This is an optimization exercise on Yosys and OpenROAD, whose aim is small area, a short achievable clock period and few clock cycles per item, not a production implementation. No run shown here included a check of the RTL's function; only the layout flow was run.

## design/flow/config.mk

```make
export PLATFORM = sky130hd
export DESIGN_NAME = euclidean_integer_divider_top
export DESIGN_NICKNAME = euclidean_integer_divider_top
export VERILOG_FILES = /design/flow/design.v
export SDC_FILE = /design/flow/constraint.sdc
export NUM_CORES = 4
export LEC_CHECK = 0
export CAP_MARGIN = 20
export CORE_MARGIN = 2
export CORE_UTILIZATION = 40
export PLACE_DENSITY = 0.6
export SLEW_MARGIN = 20
```

## design/flow/constraint.sdc

```tcl
create_clock -name core_clock -period 5.0 [get_ports {clock}]
set_input_delay 1.0000 -clock core_clock [delete_from_list [all_inputs] [get_ports {clock}]]
set_output_delay 1.0000 -clock core_clock [all_outputs]
set_load 0.01 [all_outputs]
```

## design/flow/design.v

```verilog
`default_nettype none
package edv_pkg;
   localparam int unsigned DataWidth = 32;
   localparam int unsigned QuoWidth  = DataWidth + 1;
   typedef struct packed {
      logic signed [DataWidth-1:0] dividend;
      logic signed [DataWidth-1:0] divisor;
   } req_type;
   typedef struct packed {
      logic signed [QuoWidth-1:0] quotient;
      logic                       divide_by_zero;
   } rsp_type;
endpackage
`default_nettype wire
`default_nettype none
module edv_add #(
   parameter int N = 31
) (
   input  wire logic [N-1:0] a,
   input  wire logic [N-1:0] b,
   input  wire logic         ci,
   output logic      [N-1:0] s,
   output logic              co
);
   localparam int L = $clog2(N + 1);
   logic [(L+1)*(N+1)-1:0] g;
   logic [(L+1)*(N+1)-1:0] p;
   assign g[0] = ci;
   assign p[0] = 1'b0;
   for (genvar m = 1; m <= N; m++) begin : g_in
      assign g[m] = a[m-1] & b[m-1];
      assign p[m] = a[m-1] ^ b[m-1];
   end
   for (genvar l = 0; l < L; l++) begin : g_lvl
      for (genvar m = 0; m <= N; m++) begin : g_pos
         if (((m >> l) & 1) == 1) begin : g_op
            localparam int J = ((m >> l) << l) - 1;
            assign g[(l+1)*(N+1)+m] = g[l*(N+1)+m] | (p[l*(N+1)+m] & g[l*(N+1)+J]);
            assign p[(l+1)*(N+1)+m] = p[l*(N+1)+m] & p[l*(N+1)+J];
         end else begin : g_cp
            assign g[(l+1)*(N+1)+m] = g[l*(N+1)+m];
            assign p[(l+1)*(N+1)+m] = p[l*(N+1)+m];
         end
      end
   end
   for (genvar m = 0; m < N; m++) begin : g_sum
      assign s[m] = p[m+1] ^ g[L*(N+1)+m];
   end
   assign co = g[L*(N+1)+N];
endmodule
`default_nettype wire
`default_nettype none
module edv_lzc (
   input  wire logic [31:0] x,
   output logic             v,
   output logic [4:0]       c
);
   logic [15:0] v0;  logic [15:0]   c0;
   logic [7:0]  v1;  logic [7:0][1:0] c1;
   logic [3:0]  v2;  logic [3:0][2:0] c2;
   logic [1:0]  v3;  logic [1:0][3:0] c3;
   for (genvar i = 0; i < 16; i++) begin : g_l0
      assign v0[i] = x[2*i+1] | x[2*i];
      assign c0[i] = !x[2*i+1];
   end
   for (genvar i = 0; i < 8; i++) begin : g_l1
      assign v1[i] = v0[2*i+1] | v0[2*i];
      assign c1[i] = v0[2*i+1] ? {1'b0, c0[2*i+1]} : {1'b1, c0[2*i]};
   end
   for (genvar i = 0; i < 4; i++) begin : g_l2
      assign v2[i] = v1[2*i+1] | v1[2*i];
      assign c2[i] = v1[2*i+1] ? {1'b0, c1[2*i+1]} : {1'b1, c1[2*i]};
   end
   for (genvar i = 0; i < 2; i++) begin : g_l3
      assign v3[i] = v2[2*i+1] | v2[2*i];
      assign c3[i] = v2[2*i+1] ? {1'b0, c2[2*i+1]} : {1'b1, c2[2*i]};
   end
   assign v = v3[1] | v3[0];
   assign c = v3[1] ? {1'b0, c3[1]} : {1'b1, c3[0]};
endmodule
`default_nettype wire
`default_nettype none
module euclidean_integer_divider_top #(
   parameter int K1 = 10,     
   parameter int K2 = 4
) (
   input  wire logic              clock,
   input  wire logic              reset,
   input  wire logic              req_valid,
   output logic                   req_ready,
   input  edv_pkg::req_type       req_data,
   output logic                   rsp_valid,
   input  wire logic              rsp_ready,
   output edv_pkg::rsp_type       rsp_data
);
   logic [31:0]   r_q;      
   logic          rh_q;     
   logic          dbz_q;
   logic [30:0]   qa_q;     
   logic [30:0]   bt_q;     
   logic          bn_q;     
   logic          an_q;     
   logic [4:0]    cnt_q;    
   logic [4:0]    lim_q;    
   logic          fst_q;    
   logic          act_q;    
   logic          vld_q;
   wire [31:0] a     = req_data.dividend;
   wire [31:0] b     = req_data.divisor;
   wire        a_neg = a[31];
   wire        b_neg = b[31];
   wire [30:0] amag  = a[30:0] ^ {31{a_neg}};
   wire [30:0] bt    = b[30:0] ^ {31{b_neg}};    
   wire fix  = act_q && (cnt_q == 5'd0);
   wire step = act_q && (cnt_q != 5'd0) && (!vld_q || rsp_ready);
   wire load = req_valid && (!act_q || fix);
   wire last = step && (cnt_q == 5'd1);
   logic       va, vb;
   logic [4:0] ca, cb;
   edv_lzc u_lza (.x({1'b0, amag}), .v(va), .c(ca));
   edv_lzc u_lzb (.x({1'b0, bt}),   .v(vb), .c(cb));
   wire [5:0] za  = va ? {1'b0, ca} : 6'd32;
   wire [5:0] zb  = vb ? {1'b0, cb} : 6'd32;
   wire [6:0] dz  = {1'b0, zb} - {1'b0, za};
   wire [4:0] lim_new = dz[6] ? 5'd1 : (dz[5:0] >= 6'd30) ? 5'd31 : 5'(dz[5:0] + 6'd1);
   wire q_neg = an_q ^ bn_q;
   wire skip1 = ({1'b0, cnt_q} >= {1'b0, lim_q} + 6'(K1));
   wire skip2 = ({1'b0, cnt_q} >= {1'b0, lim_q} + 6'(K2));
   wire [31:0] r_sk = fst_q ? 32'd0 : r_q;
   wire bt_zero = (bt_q == 31'd0);
   wire b_one   = bn_q ? bt_zero : (bt_q == 31'd1);
   wire fit1    = qa_q[30] & b_one;
   wire [31:0] t   = {r_q[30:0], qa_q[30]};
   wire        sub = !r_q[31];
   wire [31:0] s;
   wire        unused_co;
   edv_add #(.N(32)) u_add (.a(t), .b({sub, bt_q ^ {31{sub}}}), .ci(bn_q ^ sub), .s(s), .co(unused_co));
   wire        dbz = !bn_q && bt_zero;
   wire [32:0] qf;
   wire        unused_co2;
   edv_add #(.N(33)) u_inc (.a({q_neg, q_neg, qa_q}), .b(33'd0), .ci(bn_q), .s(qf), .co(unused_co2));
   logic [31:0]   r_next;
   logic [30:0]   qa_next;
   logic [4:0]    cnt_next;
   always_comb begin
      if (skip1) begin
         r_next   = {r_sk[31-K1:0], qa_q[30:31-K1]};
         qa_next  = {qa_q[30-K1:0], {K1{q_neg}}};
         cnt_next = cnt_q - 5'(K1);
      end else if (skip2) begin
         r_next   = {r_sk[31-K2:0], qa_q[30:31-K2]};
         qa_next  = {qa_q[30-K2:0], {K2{q_neg}}};
         cnt_next = cnt_q - 5'(K2);
      end else if (fst_q) begin
         r_next   = {31'd0, qa_q[30] & !fit1};
         qa_next  = {qa_q[29:0], fit1 ^ q_neg};
         cnt_next = cnt_q - 5'd1;
      end else begin
         r_next   = s;
         qa_next  = {qa_q[29:0], !s[31] ^ q_neg};
         cnt_next = cnt_q - 5'd1;
      end
   end
   always_ff @(posedge clock) begin
      bt_q <= bt;
      bn_q <= b_neg;
      an_q <= a_neg;
   end
   always_ff @(posedge clock) begin
      if (fix) begin
         r_q   <= dbz ? 32'd0 : qf[31:0];
         rh_q  <= dbz ? 1'b0 : qf[32];
         dbz_q <= dbz;
      end else if (step) begin
         r_q   <= r_next;
      end
   end
   always_ff @(posedge clock) begin
      if (load) begin
         qa_q  <= amag;
         cnt_q <= 5'd31;
         lim_q <= lim_new;
         fst_q <= 1'b1;
      end else if (step) begin
         qa_q  <= qa_next;
         cnt_q <= cnt_next;
         fst_q <= 1'b0;
      end
   end
   always_ff @(posedge clock) begin
      if (reset) begin
         act_q <= 1'b0;
         vld_q <= 1'b0;
      end else begin
         act_q <= load || (act_q && !fix);
         vld_q <= fix || (vld_q && !rsp_ready);
      end
   end
   assign req_ready = last;
   assign rsp_valid = vld_q;
   assign rsp_data  = {rh_q, r_q, dbz_q};
endmodule
`default_nettype wire
```

## design/flow/run.sh

```bash
#!/bin/bash
# synth_recipe.tcl (not shown) runs the flow's synth.tcl, then flattens the netlist and writes it again
# the make line also repeats each setting of config.mk as NAME=value (left out here)
make -C /OpenROAD-flow-scripts/flow DESIGN_CONFIG=/design/flow/config.mk WORK_HOME=/design/flow/orfs CLKGATE_MAP_FILE= SYNTH_SCRIPT=/design/flow/synth_recipe.tcl finish
```

==> results of run 1 <==
-- cells by family after synthesis --
group | Yosys count | synth area share (%)
buf+inv | 102 | 4.26
mux | 5 | 0.528
compound gates | 319 | 22.0
flops | 111 | 30.8
xor+xnor | 156 | 14.4
fa+ha+maj | 69 | 9.57
simple gates | 365 | 18.4
-- cells in the mapped netlist (all sizes together) (6+ instances only) --
cell    count  share of area (%)
a21oi      75                4.0
a311o      23                2.4
nor4       15                1.3
or4         7               0.59
o21a        8               0.63
dfxtp      41                8.7
o22ai      24                1.6
o21bai      8               0.63
nand2b      9               0.59
o31ai       7               0.55
a22oi       8               0.63
clkbuf     49                1.9
o21ai      81                4.3
nor2b      11               0.73
buf        14               0.78
o211ai     21                1.7
xor2       57                5.3
nand4      10               0.82
xnor2      99                9.1
nand3      43                2.3
inv        38                1.5
a211oi      6               0.47
and2        7               0.46
ha         63                8.3
a21o       10               0.79
edfxtp     70                 22
nor3       16               0.84
fa          6                1.3
and3        8               0.58
nand2     134                5.3
a31oi       7               0.46
nor2       86                3.5
-- registers in the layout (all words and copies together) (netlist names) --
register and flops:
vld_q 1, qa_q 31, dbz_q 1, an_q 1, bn_q 1, lim_q 5
fst_q 1, act_q 1, bt_q 31, cnt_q 5, rh_q 1, r_q 32
-- worst register-to-register path, delay by kind of cell (launching register included) --
kind / cells / cell delay (ns)
AOI/OAI and AO/OA: 6 / 1.80
DFF: 1 / 0.63
and+or+nand+nor: 3 / 0.47
buffers and inverters: 1 / 0.45
adders and majority gates: 1 / 0.35
xor gates and xnor gates: 1 / 0.24
-- worst max path at each step --
| stage | from | end | cells past startpoint |
|---|---|---|---|
| 2_1_floorplan | req_data[31] | lim_q[1] | 17 |
| 3_3_place_gp | req_data[14] | lim_q[1] | 17 |
| 3_5_place_dp | req_data[14] | lim_q[4] | 17 |
| 4_1_cts | req_data[14] | lim_q[4] | 17 |
| 5_1_grt | req_data[11] | lim_q[3] | 17 |
| 6_report | req_data[14] | lim_q[4] | 17 |
-- cells in the final DEF, fill, tap and decap left out, drive strengths merged, types with 4 or more instances in the layout --
master / n
a311o: 23
and3: 8
fa: 6
clkinv: 4
inv: 40
a22oi: 8
nand2b: 9
mux2i: 5
o21a: 8
edfxtp: 70
o21ai: 81
and2: 7
buf: 48
o31ai: 7
xor2: 57
o21bai: 8
or3: 5
or4: 7
nor3: 16
or2: 5
dfxtp: 41
o22ai: 24
ha: 63
clkbuf: 11
nor2: 86
nor2b: 11
xnor2: 99
a31oi: 7
o221ai: 5
nor4: 15
clkdlybuf4s50: 101
nand2: 134
a211oi: 6
o211ai: 21
a21o: 10
nand3: 43
nand4: 10
a21oi: 75
-- area by class of cell --
cell class                 instances  area [sq um]  area share (%)
sequential                       111          2920            25.8
inverter                          39           146            1.29
clock inverter                     5          40.0           0.353
clock buffer                      11           243            2.14
timing repair buffer             149          1400            12.4
tap                              319           399            3.52
multi-input combinational        914          6190            54.6
-- layer usage --
metal / vias up / track usage [%] / share of wire [%]
met3: 53 / 2.87 / 5.9
li1: 4302 / - / -
met1: 4069 / 31.0 / 45
met4: 0 / 9.14 / 3.0
met5: - / 0 / 0
met2: 291 / 38.3 / 46
-- stage by stage --
step	setup TNS, ns	setup slack (ns)
6_report	0	0.281
5_1_grt	0	0.0515
4_1_cts	0	0.175
3_5_place_dp	-0.835	-0.191
3_3_place_gp	-0.0377	-0.0127
2_1_floorplan	0	0.458
==> flow_summary.ini, run 1 <==
[run_status]
status = finished clean

[clock_network]
clk_pin_slew_ns = 0.07
cts-htree-levels = 3
numCtsBuffers = 9
clockBufferDepth = 2
cts_hold_buffers = 0
cts_sinks = 111
ctsResizeCount = 0
tritoncts = yes
root_buffer = clkbuf_16
cts_setup_buffers = 0
insertion_delay_ns = 0.36

[die]
dieHeight_um = 158
die-area_sq_um = 25000
fp.coreArea_sq_um = 23400
num_rows = 56
fp.dieW_um = 158
start_util_pct = 40.5
pin_count = 104

[timing]
relSlewSlack_pct = 27.4
rsz0062_at_grt = no
tightest_slew_ns = 1.08
max_freq_mhz = 212
maxSlewViolCount = 0
hold_viol_final = 0
worst_hold_slack_ns = 0.507
fin_skew_ns = 0.00722
min_period_over_period_pct = 94.4
setup_violations = 0
fin_crit_ns = 4.72

[logic_synthesis]
syn_nets = 1264
netlist_area_sq_um = 9490
synth.distinct_cells = 72
ys_seq_elements = 111
ys_warn_count = 1
ys.flop_type = edfxtp_1
synth-edff-count = 70
async_reset_ff_share_pct = 0
synthCells = 1127
yosysSeqAreaShare_pct = 30.8
synth.avg_cell_area_sq_um = 8.42

[layout]
stdcell_count = 1548
drive_gt1_share_pct = 6.43
fin_nets = 1361
diodes = 0
area_growth_pct = 19.6
fin_util_pct = 48.5
final_area_sq_um = 11300
fillers = 2308

[setup_path]
rrSetupSlack_ns = 0.77
critPathKind = in -> reg
crit_family = compound AO/OA/AOI/OAI gates
reg2reg_to = r_q[26]
cp_max_fo = 5
crit_buf_inv = 1
rr_worst_depth = 12
r2r-start = r_q[31]
cp_common_cell = a21oi_1
slowest_stage = or4_1
cp.required_ns = 5.10
max_stage_delay_ns = 0.57
crit_chain = clkdlybuf4s50_1 -> xor2_1 -> or4_1 -> nor2b_1 -> o31ai_1 -> a21oi_1 -> o41ai_1 -> and2_1 -> o31ai_1 -> a21oi_1 -> fa_1 -> a21o_1 -> a21oi_1 -> xnor2_1 -> o21a_1 -> a31oi_4 -> a21oi_1
endpoint_kind = flop
cp.arrival_ns = 4.82
start_kind = primary input

[global_routing]
first_global_vias = 8281
antenna_found_initial = 0
grt_pass1_wl_um = 44600
overflow = 0
grt_max_degree = 66
grt_use_total_pct = 23.3

[job]
maxCapViolCount = 0

[drt]
wl_per_cell_um = 18.6
dr.pass1.iters = 5
finalWirelength_um = 28800
post-route-drc-count = 0
viasPerCell = 5.63
drt_iter0_drc = 644
ant_nets = 0
via_count = 8715

[placement]
dp_hpwl_um = 22400
dp.cells = 1532
port_buffers = 103
gp_congestion = 0.930
place_area_sq_um = 11100

[min_path]
min-delay-start = vld_q
hp-class = reg -> reg
min_delay_path_depth = 2
whs_endpoint = vld_q
==> run 2, diff against run 1 <==
--- a/design/flow/config.mk
+++ b/design/flow/config.mk
@@ -9,4 +9,5 @@
 export CORE_MARGIN = 2
 export CORE_UTILIZATION = 40
 export PLACE_DENSITY = 0.6
+export SETUP_SLACK_MARGIN = 1.6
 export SLEW_MARGIN = 20
==> run 2 against run 1 <==
Register-to-register slack better by 0.84 ns. Die area unchanged. Synthesized area unchanged. First-iteration DRC count up 4.8%. Critical endpoint unchanged.
==> flow_summary.ini, run 2 <==
[die]
fp.dieW_um = 158
num_rows = 56
fp.coreArea_sq_um = 23400
pin_count = 104
start_util_pct = 40.5
die-area_sq_um = 25000
dieHeight_um = 158

[layout]
regMostFlops = r_q
stdcell_count = 1584
diodes = 0
final_cell_mix = nand2_1 (132), xnor2_1 (88), nor2_1 (83)
drive_gt1_share_pct = 17.9
reg_top3 = r_q: 32 flops, bt_q: 31 flops, qa_q: 31 flops
fin_nets = 1397
layout_commonest_cell = nand2_1
fillers = 2194
largest_register_ffs = 32
area_growth_pct = 30.3

[logic_synthesis]
synth.distinct_cells = 72
synth_top_cell_by_area = edfxtp_1
synthCells = 1127
post-synth-top-count-cell = nand2_1
netlist_area_sq_um = 9490
synth_area_leaders = edfxtp_1 (22%), xnor2_1 (9.1%), dfxtp_1 (8.7%)
ys.flop_type = edfxtp_1
syn_nets = 1264
synth-edff-count = 70
yosysSeqAreaShare_pct = 30.8
ys_warn_count = 1
async_reset_ff_share_pct = 0
ys_seq_elements = 111
synth_top_area_share_pct = 22.2
netlist_top_cells_count = nand2_1 (134), xnor2_1 (99), nor2_1 (85)
synth.avg_cell_area_sq_um = 8.42

[run_status]
status = finished clean

[setup_path]
start_kind = primary input
cp_max_fo = 5
max_stage_delay_ns = 0.56
cp-endpoint = lim_q[4]
rrSetupSlack_ns = 1.61
startpoint = req_data[36]
cp.arrival_ns = 4.30
reg2reg_to = r_q[15]
crit_chain = clkdlybuf4s50_1 -> nand3_1 -> o22ai_4 -> buf_4 -> buf_4 -> buf_4 -> buf_4 -> buf_4 -> o21ai_0 -> nor2_1 -> a21oi_1 -> ha_1 -> a21o_1 -> a21oi_2 -> xnor2_2 -> o21a_1 -> a31oi_4 -> a21oi_1
cp_common_cell = buf_4
critPathKind = in -> reg
cp.required_ns = 5.12
endpoint_kind = flop
rr_worst_depth = 14
slowest_stage = clkdlybuf4s50_1
r2r-start = r_q[31]

[clock_network]
root_buffer = clkbuf_16
insertion_delay_ns = 0.37
cts-htree-levels = 3
numCtsBuffers = 9
cts_sinks = 111
clk_pin_slew_ns = 0.08
cts_hold_buffers = 0
tritoncts = yes
clockBufferDepth = 2

[timing]
min_period_over_period_pct = 83.7
hold_viol_final = 0
rsz0062_at_grt = yes
final.setup.tns_ns = 0
fin_skew_ns = 0.0108
fin_crit_ns = 4.18
setup_violations = 0
max_freq_mhz = 239
relSlewSlack_pct = 32.7
maxSlewViolCount = 0
tightest_slew_ns = 1.01

[drt]
via_count = 9048
post-route-drc-count = 0
viasPerCell = 5.71
finalWirelength_um = 30400
ant_nets = 0
wl_per_cell_um = 19.2
dr.pass1.iters = 5
drt_iter0_drc = 675

[placement]
dp_hpwl_um = 22100
port_buffers = 103
gp_congestion = 0.885
dp.cells = 1509

[global_routing]
overflow = 0
grt_max_degree = 59
grt_pass1_wl_um = 45600
grt_use_total_pct = 23.8
antenna_found_initial = 0
first_global_vias = 8251

[min_path]
hp-class = reg -> reg

[job]
maxCapViolCount = 0
## run 2: cell counts after synthesis
Identical to the previous run, type by type.
## run 2: through the flow
stage / area [sq um] / util, % / hold slack, ns / worst slack [ns]
after floorplan: 9600 / - / 0.496 / 0.756
after global placement: 11000 / 46.9 / 0.500 / 0.171
after detailed placement: 11000 / 46.9 / 0.501 / 0.0580
after CTS: 11900 / 50.9 / 0.552 / 0.929
after global routing: 12400 / 52.8 / 0.612 / 0.723
final: 12400 / 52.8 / 0.553 / 0.816
## run 2: area by class of cell
| class | instances | area, sq um | area share [%] |
|---|---|---|---|
| sequential | 111 | 2930 | 23.7 |
| clock inverter | 7 | 81.3 | 0.658 |
| tap | 319 | 399 | 3.23 |
| clock buffer | 9 | 225 | 1.82 |
| multi-input combinational | 914 | 6850 | 55.4 |
| timing repair buffer | 185 | 1730 | 14.0 |
| inverter | 39 | 146 | 1.18 |
## run 2: cells by family (layout without fill, tap and decap cells)
family / after synthesis / count (layout) / share of synthesized area, %
compound gates: 319 / 319 / 22.0
xor+xnor: 156 / 156 / 14.4
buf+inv: 102 / 240 / 4.26
mux: 5 / 5 / 0.528
simple gates: 365 / 365 / 18.4
flops: 111 / 111 / 30.8
fa+ha+maj: 69 / 69 / 9.57
## run 2: worst min-delay path by stage
stage | startpoint | end | slack, ns | depth (start not counted)
detailed placement | vld_q | vld_q | 0.50 | 2
global route | vld_q | vld_q | 0.61 | 2
global placement | vld_q | vld_q | 0.50 | 2
finish | cnt_q[0] | cnt_q[0] | 0.55 | 2
floorplan | act_q | act_q | 0.50 | 2
CTS | cnt_q[0] | cnt_q[0] | 0.55 | 2
## run 2: worst max-delay path: cells and delay by family
kind                       cells  cell delay, ns
and+or+nand+nor                2            0.27
xor gates and xnor gates       1            0.11
buffers and inverters          6            1.20
AOI/OAI and AO/OA              8            1.42
adders and majority gates      1            0.29
## run 2: what timing repair did
| action | in CTS | in global routing |
|---|---|---|
| gates resized for setup | 129 | 70 |
| setup buffers | 42 | 15 |
| hold endpoints to repair | 0 | 0 |
| pin swaps | 43 | 38 |
| gates cloned | 1 | 1 |
| setup endpoints to repair | 17 | 36 |
## run 2: routing by layer
layer	global-route usage [%]	share of wire, %
met5	0	0
met4	7.94	2.7
met3	3.04	7.6
met2	36.6	45
met1	34.3	44
==> run 3, diff against run 2 <==
--- a/design/flow/config.mk
+++ b/design/flow/config.mk
@@ -9,5 +9,5 @@
 export CORE_MARGIN = 2
 export CORE_UTILIZATION = 40
 export PLACE_DENSITY = 0.6
-export SETUP_SLACK_MARGIN = 1.6
+export SETUP_SLACK_MARGIN = 0.8
 export SLEW_MARGIN = 20
==> run 3 against run 2 <==
Via count is 2.6% lower. Die area stayed put. Sequential share of layout area is 0.94 points higher. Maximum frequency is 0.87% lower. Still clean on timing, DRC and antenna. Worst hold slack worse by 0.043 ns. Synthesized cell count stayed put. Synthesized area stayed put. Critical path depth is 2 higher. First-iteration DRC count is 13% lower. Final cell count is 2.0% lower. Worst setup slack worse by 0.037 ns.
==> flow_summary.ini, run 3 <==
[logic_synthesis]
syn_nets = 1264
synth-edff-count = 70
synth_top_cell_by_area = edfxtp_1
netlist_top_cells_count = nand2_1 (134), xnor2_1 (99), nor2_1 (85)
synth.avg_cell_area_sq_um = 8.42
async_reset_ff_share_pct = 0
synth.distinct_cells = 72
synthCells = 1127
yosysSeqAreaShare_pct = 30.8
synth_top_area_share_pct = 22.2
ys_seq_elements = 111
post-synth-top-count-cell = nand2_1
ys_warn_count = 1
netlist_area_sq_um = 9490
synth_area_leaders = edfxtp_1 (22%), xnor2_1 (9.1%), dfxtp_1 (8.7%)
ys.flop_type = edfxtp_1

[layout]
largest_register_ffs = 32
area_growth_pct = 25.1
fin_nets = 1365
diodes = 0
multiInputGateArea_sq_um = 6630
fillers = 2235
reg_top3 = r_q: 32 flops, bt_q: 31 flops, qa_q: 31 flops
layout_commonest_cell = nand2_1
ff_latch_area_sq_um = 2920
stdcell_count = 1552
regMostFlops = r_q
final_cell_mix = nand2_1 (132), xnor2_1 (95), nor2_1 (83)
drive_gt1_share_pct = 12.7

[timing]
min_period_over_period_pct = 84.4
final.setup.tns_ns = 0
setup_violations = 0
fin_crit_ns = 4.22
fin_skew_ns = 0.0125
hold_viol_final = 0
max_freq_mhz = 237
rsz0062_at_grt = yes
worst_slack_ns = 0.780
maxSlewViolCount = 0
relSlewSlack_pct = 26.7
tightest_slew_ns = 1.09

[setup_path]
cp_common_cell = a21oi_2
crit_chain = buf_16 -> buf_8 -> buf_12 -> xor2_1 -> nor2_1 -> nor3_1 -> nor3_1 -> a21oi_2 -> o41ai_1 -> and2_1 -> o211ai_1 -> a21oi_2 -> ha_1 -> a21o_1 -> a21o_1 -> a21o_1 -> a21oi_2 -> xnor2_2 -> a31oi_4 -> a21oi_2
max_stage_delay_ns = 0.26
cp.required_ns = 5.12
critPathKind = in -> reg
cp_max_fo = 14
cp.arrival_ns = 4.34
start_kind = primary input
endpoint_kind = flop
slowest_stage = o41ai_1
rrSetupSlack_ns = 1.14

[placement]
dp.cells = 1511
gp_congestion = 0.926
port_buffers = 103
dp_hpwl_um = 22300
dpl_worst_slack_ns = 0.0818

[die]
fp.dieW_um = 158
fp.coreArea_sq_um = 23400
pin_count = 104
start_util_pct = 40.5
die-area_sq_um = 25000
num_rows = 56
dieHeight_um = 158

[clock_network]
insertion_delay_ns = 0.37
cts_hold_buffers = 0
clk_pin_slew_ns = 0.08
numCtsBuffers = 9
tritoncts = yes
cts_sinks = 111
clockBufferDepth = 2
cts-htree-levels = 3
root_buffer = clkbuf_16

[job]
maxCapViolCount = 0

[global_routing]
grt_pass1_wl_um = 44400
antenna_found_initial = 0
grt_use_total_pct = 23.1
overflow = 0
first_global_vias = 8165
grt_max_degree = 59

[drt]
wl_per_cell_um = 19.0
finalWirelength_um = 29600
dr.pass1.iters = 6
viasPerCell = 5.68
ant_nets = 0
via_count = 8816
drt_iter0_drc = 585
post-route-drc-count = 0

[min_path]
hp-class = reg -> reg

[run_status]
status = finished clean
-- run 3: final cells by class --
class                           instances  area share (%)
Clock buffer                            9            1.90
Sequential cell                       111            24.6
Inverter                               39            1.23
Multi-Input combinational cell        914            55.8
Tap cell                              319            3.36
Clock inverter                          7           0.622
Timing Repair Buffer                  153            12.4
-- run 3: kinds of logic (layout without fill, tap and decap cells) --
family / after synthesis / count (layout) / share of synthesized area [%]
and+or+nand+nor: 365 / 365 / 18.4
DFF: 111 / 111 / 30.8
AOI/OAI and AO/OA: 319 / 319 / 22.0
xor gates and xnor gates: 156 / 156 / 14.4
muxes: 5 / 5 / 0.528
buffers and inverters: 102 / 208 / 4.26
adders and majority gates: 69 / 69 / 9.57
-- run 3: path summary, 6_finish.rpt --
check	from	end	depth (start not counted)
hold / removal	vld_q	vld_q	2
setup reg to reg	r_q[31]	r_q[26]	13
setup / recovery	req_data[31]	lim_q[1]	20
hold reg to reg	vld_q	vld_q	2
-- run 3: metal layers --
layer	up-vias	wire, um	global-route usage (%)
li1	4289	-	-
met3	54	1970	3.07
met2	326	13400	36.5
met1	4147	13400	32.7
met5	-	0	0
met4	0	782	7.38
-- run 3: repair_timing --
item | CTS | global route
cloned | 0 | 0
pin swaps | 15 | 34
setup buffers | 14 | 11
resized for setup | 44 | 98
endpoints found under the setup margin | 5 | 7
-- run 3: worst max-delay path: cells and delay by family --
kind / cells / cell delay (ns)
and+or+nand+nor: 4 / 0.64
xor gates and xnor gates: 2 / 0.31
AOI/OAI and AO/OA: 10 / 1.69
adders and majority gates: 1 / 0.26
buffers and inverters: 3 / 0.43
-- run 3: stage by stage --
| stage | hold slack (ns) | cell area, sq um | utilization, % |
|---|---|---|---|
| after global placement | 0.503 | 10900 | 46.8 |
| final | 0.510 | 11900 | 50.7 |
| after CTS | 0.518 | 11400 | 48.8 |
| after detailed placement | 0.507 | 10900 | 46.8 |
| after floorplan | 0.496 | 9570 | - |
| after global routing | 0.549 | 11900 | 50.7 |
==> run 4, diff against run 3 <==
--- a/design/flow/design.v
+++ b/design/flow/design.v
@@ -101,7 +101,8 @@
    logic          bn_q;     
    logic          an_q;     
    logic [4:0]    cnt_q;    
-   logic [4:0]    lim_q;    
+   logic [5:0]    za_q;     
+   logic [5:0]    zb_q;     
    logic          fst_q;    
    logic          act_q;    
    logic          vld_q;
@@ -121,11 +122,10 @@
    edv_lzc u_lzb (.x({1'b0, bt}),   .v(vb), .c(cb));
    wire [5:0] za  = va ? {1'b0, ca} : 6'd32;
    wire [5:0] zb  = vb ? {1'b0, cb} : 6'd32;
-   wire [6:0] dz  = {1'b0, zb} - {1'b0, za};
-   wire [4:0] lim_new = dz[6] ? 5'd1 : (dz[5:0] >= 6'd30) ? 5'd31 : 5'(dz[5:0] + 6'd1);
+   wire [6:0] cz  = {2'b00, cnt_q} + {1'b0, za_q} - {1'b0, zb_q};
    wire q_neg = an_q ^ bn_q;
-   wire skip1 = ({1'b0, cnt_q} >= {1'b0, lim_q} + 6'(K1));
-   wire skip2 = ({1'b0, cnt_q} >= {1'b0, lim_q} + 6'(K2));
+   wire skip1 = (cnt_q >= 5'(K1 + 1)) && !cz[6] && (cz[5:0] >= 6'(K1 + 1));
+   wire skip2 = (cnt_q >= 5'(K2 + 1)) && !cz[6] && (cz[5:0] >= 6'(K2 + 1));
    wire [31:0] r_sk = fst_q ? 32'd0 : r_q;
    wire bt_zero = (bt_q == 31'd0);
    wire b_one   = bn_q ? bt_zero : (bt_q == 31'd1);
@@ -164,6 +164,8 @@
    always_ff @(posedge clock) begin
       bt_q <= bt;
       bn_q <= b_neg;
+      za_q <= za;
+      zb_q <= zb;
       an_q <= a_neg;
    end
    always_ff @(posedge clock) begin
@@ -179,7 +181,6 @@
       if (load) begin
          qa_q  <= amag;
          cnt_q <= 5'd31;
-         lim_q <= lim_new;
          fst_q <= 1'b1;
       end else if (step) begin
          qa_q  <= qa_next;
--- a/design/flow/config.mk
+++ b/design/flow/config.mk
@@ -9,5 +9,5 @@
 export CORE_MARGIN = 2
 export CORE_UTILIZATION = 40
 export PLACE_DENSITY = 0.6
-export SETUP_SLACK_MARGIN = 0.8
+export SETUP_SLACK_MARGIN = 0
 export SLEW_MARGIN = 20
==> run 4 against run 3 <==
Final cell count shrank 0.84%. Synthesized area grew 0.90%. Clock-buffer cell count grew 17. Global-route usage shrank 0.34 points. Routed wire length shrank 2.8%. Non-clock buffer count shrank 32. Via count shrank 2.1%. Clock skew grew 0.00051 ns. Largest cell class unchanged.
==> flow_summary.ini, run 4 <==
[run_status]
status = finished clean

[die]
die-area_sq_um = 25200
pin_count = 104
num_rows = 56
fp.dieW_um = 159
start_util_pct = 40.8
fp.coreArea_sq_um = 23500
dieHeight_um = 159

[global_routing]
grt_max_degree = 67
first_global_vias = 8258
grt_pass1_wl_um = 45400
grt_use_total_pct = 22.8
overflow = 0
antenna_found_initial = 0

[timing]
rsz0062_at_grt = no
final.setup.tns_ns = 0
tightest_slew_ns = 0.899
hold_viol_final = 0
min_period_over_period_pct = 87.5
relSlewSlack_pct = 39.8
fin_crit_ns = 4.38
max_freq_mhz = 228
worst_hold_slack_ns = 0.533
worst_slack_ns = 0.623
maxSlewViolCount = 0
fin_skew_ns = 0.0130
setup_violations = 0

[layout]
reg_top3 = r_q: 32 flops, bt_q: 31 flops, qa_q: 31 flops
fin_nets = 1342
largest_register_ffs = 32
final_cell_mix = nand2_1 (133), clkdlybuf4s50_1 (101), xnor2_1 (96)
regMostFlops = r_q
layout_commonest_cell = nand2_1
area_growth_pct = 19.9
drive_gt1_share_pct = 5.57
final_area_sq_um = 11500
diodes = 0

[logic_synthesis]
synth.distinct_cells = 72
synth-edff-count = 65
syn_nets = 1267
async_reset_ff_share_pct = 0
synthCells = 1132
synth_top_area_share_pct = 20.4
ys.flop_type = edfxtp_1
synth_area_leaders = edfxtp_1 (20%), dfxtp_1 (11%), xnor2_1 (8.8%)
post-synth-top-count-cell = nand2_1
synth.avg_cell_area_sq_um = 8.46
netlist_top_cells_count = nand2_1 (134), xnor2_1 (96), o21ai_0 (82)
synth_top_cell_by_area = edfxtp_1
ys_warn_count = 1
netlist_area_sq_um = 9570
yosysSeqAreaShare_pct = 31.5
ys_seq_elements = 118

[placement]
port_buffers = 103
place_area_sq_um = 10900
gp_congestion = 0.911
dpl_worst_slack_ns = 0.668
dp_hpwl_um = 22100

[clock_network]
cts_hold_buffers = 0
clockBufferDepth = 2
insertion_delay_ns = 0.42
ctsResizeCount = 0
cts_setup_buffers = 0
tritoncts = yes
cts_sinks = 118
clk_pin_slew_ns = 0.06
cts-htree-levels = 4
root_buffer = clkbuf_16
numCtsBuffers = 17

[setup_path]
crit_family = compound AO/OA/AOI/OAI gates
rr_worst_depth = 14
reg2reg_to = r_q[20]
cp_max_fo = 26
slowest_stage = o211a_1
rrSetupSlack_ns = 0.62
cp.arrival_ns = 4.62
startpoint = cnt_q[1]
cp.required_ns = 5.24
crit_chain = inv_1 -> fa_1 -> inv_1 -> fa_1 -> a21o_1 -> and2_4 -> o41ai_1 -> xnor2_1 -> o211a_1 -> buf_4 -> a21oi_1 -> o21ai_0 -> o211ai_1 -> o21ai_0
crit_buf_inv = 3
endpoint_kind = flop
critPathKind = reg -> reg
cp.depth = 14
start_kind = flop
r2r-start = cnt_q[1]
max_stage_delay_ns = 0.68
cp-endpoint = r_q[20]

[job]
maxCapViolCount = 0

[min_path]
min_delay_path_depth = 2
hp-class = reg -> reg

[drt]
topRoutingLayerUsed = met4
dr.pass1.iters = 5
viasPerCell = 5.61
ant_nets = 0
drt_iter0_drc = 797
wl_met1_um = 12700
via_count = 8627
route.met3.wl_um = 1440
wl_met2_um = 13900
post-route-drc-count = 0
finalWirelength_um = 28700
wl_per_cell_um = 18.7
[run 4: worst min-delay path by stage]
| stage | slack, ns | end | start |
|---|---|---|---|
| floorplan | 0.47 | cnt_q[4] | cnt_q[4] |
| global placement | 0.52 | vld_q | vld_q |
| detailed placement | 0.52 | vld_q | vld_q |
| CTS | 0.53 | vld_q | vld_q |
| global route | 0.57 | vld_q | vld_q |
| finish | 0.53 | vld_q | vld_q |
[run 4: logic make-up after synthesis]
| kind of cell | synth area share (%) |
|---|---|
| multiplexers | 0.457 |
| adder cells (fa/ha/maj) | 9.54 |
| buffers and inverters | 4.98 |
| AO/OA/AOI/OAI | 21.7 |
| AND/OR/NAND/NOR | 18.4 |
| XOR/XNOR | 13.4 |
| flip-flops | 31.5 |
[run 4: cell type report]
type / count / area, sq um
inverter: 48 / 180
tap: 319 / 399
sequential: 118 / 3010
fill: 2256 / 12000
multi-input combinational: 901 / 6100
clock inverter: 6 / 60.1
clock buffer: 26 / 542
timing repair buffer: 121 / 1180
[run 4: stage by stage]
| stage | cells | utilization [%] |
|---|---|---|
| finish | 1539 | 48.9 |
| floorplan | 1132 | - |
| CTS | 1539 | 48.9 |
| detailed placement | 1507 | 46.3 |
| global placement | 1507 | 46.3 |
| global route | 1539 | 48.9 |
[run 4: worst min-delay path, delay by kind of cell, from the launching register on]
family,cells,cell delay [ns]
flip-flops,1,0.31
AO/OA/AOI/OAI,1,0.07
AND/OR/NAND/NOR,1,0.10
[run 4: metal layers]
metal | vias to the layer above | global-route usage, %
met5 | - | 0
met1 | 4045 | 30.0
met4 | 0 | 7.80
li1 | 4276 | -
met2 | 253 | 38.0
met3 | 53 | 3.68
==> run 5, diff against run 4 <==
--- a/design/flow/config.mk
+++ b/design/flow/config.mk
@@ -9,5 +9,5 @@
 export CORE_MARGIN = 2
 export CORE_UTILIZATION = 40
 export PLACE_DENSITY = 0.6
-export SETUP_SLACK_MARGIN = 0
+export SETUP_SLACK_MARGIN = 1.5
 export SLEW_MARGIN = 20
==> run 5 against run 4 <==
First-iteration DRC count is 27% higher. Synthesized cell count stayed put. Worst setup slack better by 0.67 ns. Clock-buffer cell count fell by 6. Maximum frequency up 18%. Utilization rose by 8.6 points. Sequential share of layout area shrank 3.9 points. Clock skew decreased by 0.0020 ns. Critical path type unchanged. Critical endpoint is now r_q[25].
==> flow_summary.ini, run 5 <==
[layout]
fin_nets = 1416
multiInputGateArea_sq_um = 7160
ff_latch_area_sq_um = 3020
largest_register_ffs = 32
final_cell_mix = clkdlybuf4s50_1 (100), xnor2_1 (92), nand2_1 (91)
final_area_sq_um = 13500
layout_commonest_cell = clkdlybuf4s50_1
regMostFlops = r_q
fin_util_pct = 57.6
reg_top3 = r_q: 32 flops, bt_q: 31 flops, qa_q: 31 flops
drive_gt1_share_pct = 22.4
area_growth_pct = 41.1
fillers = 1951

[die]
fp.dieW_um = 159
fp.coreArea_sq_um = 23500
die-area_sq_um = 25200
num_rows = 56
dieHeight_um = 159
start_util_pct = 40.8
pin_count = 104

[timing]
worst_hold_slack_ns = 0.520
relSlewSlack_pct = 5.59
fin_skew_ns = 0.0109
hold_viol_final = 0
rsz0062_at_grt = yes
setup_violations = 0
max_freq_mhz = 270
final.setup.tns_ns = 0
fin_crit_ns = 3.71
maxSlewViolCount = 0
min_period_over_period_pct = 74.2
tightest_slew_ns = 1.40

[clock_network]
insertion_delay_ns = 0.43
clockBufferDepth = 2
clk_pin_slew_ns = 0.06
cts_sinks = 118
tritoncts = yes
cts-htree-levels = 4
root_buffer = clkbuf_16
numCtsBuffers = 17

[global_routing]
grt_pass1_wl_um = 51400
first_global_vias = 9284
grt_use_total_pct = 26.0
antenna_found_initial = 1
grt_max_degree = 68
overflow = 0

[setup_path]
start_kind = flop
crit_family = simple AND/OR/NAND/NOR gates
cp.required_ns = 5.18
endpoint_kind = flop
cp_common_cell = buf_4
max_stage_delay_ns = 0.59
cp.arrival_ns = 3.89
slowest_stage = nor2_2
crit_chain = inv_6 -> fa_1 -> inv_2 -> fa_2 -> buf_4 -> xnor2_1 -> nor2_2 -> o311a_4 -> nor2_8 -> buf_4 -> buf_12 -> and4_1 -> or3_1
cp_max_fo = 8
crit_buf_inv = 5
critPathKind = reg -> reg
r2r-start = cnt_q[1]
startpoint = cnt_q[1]

[logic_synthesis]
post-synth-top-count-cell = nand2_1
synth-edff-count = 65
ys_warn_count = 1
ys.flop_type = edfxtp_1
netlist_top_cells_count = nand2_1 (134), xnor2_1 (96), o21ai_0 (82)
ys_seq_elements = 118
synth_top_cell_by_area = edfxtp_1
netlist_area_sq_um = 9570
synth.avg_cell_area_sq_um = 8.46
syn_nets = 1267
synth_top_area_share_pct = 20.4
synth.distinct_cells = 72
synth_area_leaders = edfxtp_1 (20%), dfxtp_1 (11%), xnor2_1 (8.8%)
synthCells = 1132
async_reset_ff_share_pct = 0
yosysSeqAreaShare_pct = 31.5

[drt]
finalWirelength_um = 35500
post-route-drc-count = 0
viasPerCell = 6.03
via_count = 9737
dr.pass1.iters = 5
wl_per_cell_um = 22.0
drt_iter0_drc = 1015
ant_nets = 0

[job]
maxCapViolCount = 0

[placement]
gp_congestion = 0.895
place_area_sq_um = 10800
dp_hpwl_um = 21500
port_buffers = 103

[run_status]
status = finished clean

[min_path]
min-delay-start = cnt_q[4]
hp-class = reg -> reg
-- run 5: cell counts after synthesis --
No cell type changed its count.
-- run 5: what timing repair did --
action	4_1_cts	5_1_grt
setup buffers	44	9
pin swaps	50	63
cloned	16	12
endpoints found under the setup margin	69	67
hold buffers	0	0
resized for setup	172	124
-- run 5: cell families (layout without fill, tap and decap cells) --
logic type               count (synthesis)  in the layout  share of synthesized area (%)
other                                    0              1                              0
adder cells (fa/ha/maj)                 67             67                           9.54
AND/OR/NAND/NOR                        363            363                           18.4
multiplexers                             3              3                          0.457
buffers and inverters                  113            266                           4.98
flip-flops                             118            118                           31.5
XOR/XNOR                               147            147                           13.4
AO/OA/AOI/OAI                          321            330                           21.7
-- run 5: cell type report --
| type | count | share of cell area [%] |
|---|---|---|
| Antenna cell | 1 | 0.0185 |
| Clock buffer | 20 | 3.39 |
| Clock inverter | 12 | 0.565 |
| Inverter | 48 | 1.37 |
| Multi-Input combinational cell | 910 | 53.0 |
| Sequential cell | 118 | 22.4 |
| Tap cell | 319 | 2.95 |
| Timing Repair Buffer | 186 | 16.3 |
-- run 5: stage by stage --
step / worst slack, ns / std cells
global route: 1.20 / 1614
detailed placement: 0.676 / 1500
global placement: 0.782 / 1500
floorplan: 1.44 / 1132
CTS: 1.35 / 1592
finish: 1.29 / 1614
-- run 5: metal layers --
| metal | routed length (um) | GRT usage, % | part of all wire, % |
|---|---|---|---|
| met3 | 3000 | 4.96 | 8.5 |
| met1 | 14100 | 32.4 | 40 |
| met2 | 16800 | 43.7 | 47 |
| met5 | 0 | 0 | 0 |
| met4 | 1570 | 11.3 | 4.4 |
-- run 5: path summary, 6_finish.rpt --
kind | end | slack [ns] | cells after the start
worst max-delay path | r_q[25] | 1.29 | 13
worst min-delay path | cnt_q[4] | 0.52 | 1
worst max register to register | r_q[25] | 1.29 | 13
worst min register to register | cnt_q[4] | 0.52 | 1

[re-timing with driven ports]
In the flow no input, the clock included, has a driving cell. The finished layouts below were timed again as built, in two steps.
Step 1 assumes that a clkbuf_16 drives the clock port and a buf_2 every other input.
Step 2 adds t to the input delays and takes it off the output delays; t is the mean of the earliest and latest rising clock arrival at the registers after step 1. Input paths then give back, and output paths get back, about the clock's delay inside the block.
Slacks: ideal / step 1 / step 2; pairs: ideal / step 1.
run | t (ns) | slack for setup (ns) | worst register clock-pin slew, ns | worst data-port slew with drivers (ns)
run 1 | 0.408 | 0.281 / 0.307 / -0.101 | 0.08 / 0.08 | 0.04
run 2 | 0.413 | 0.816 / 0.833 / 0.419 | 0.09 / 0.09 | 0.08
run 3 | 0.411 | 0.780 / 0.764 / 0.353 | 0.09 / 0.09 | 0.08
run 4 | 0.465 | 0.623 / 0.623 / 0.623 | 0.06 / 0.06 | 0.04
run 5 | 0.474 | 1.290 / 1.290 / 1.290 | 0.06 / 0.06 | 0.05
With both steps, setup timing fails in run 1, where it was met with ideal ports. For run 3, which loses most, drivers alone change the setup slack by -0.016 ns; drivers and shift together by -0.427 ns.
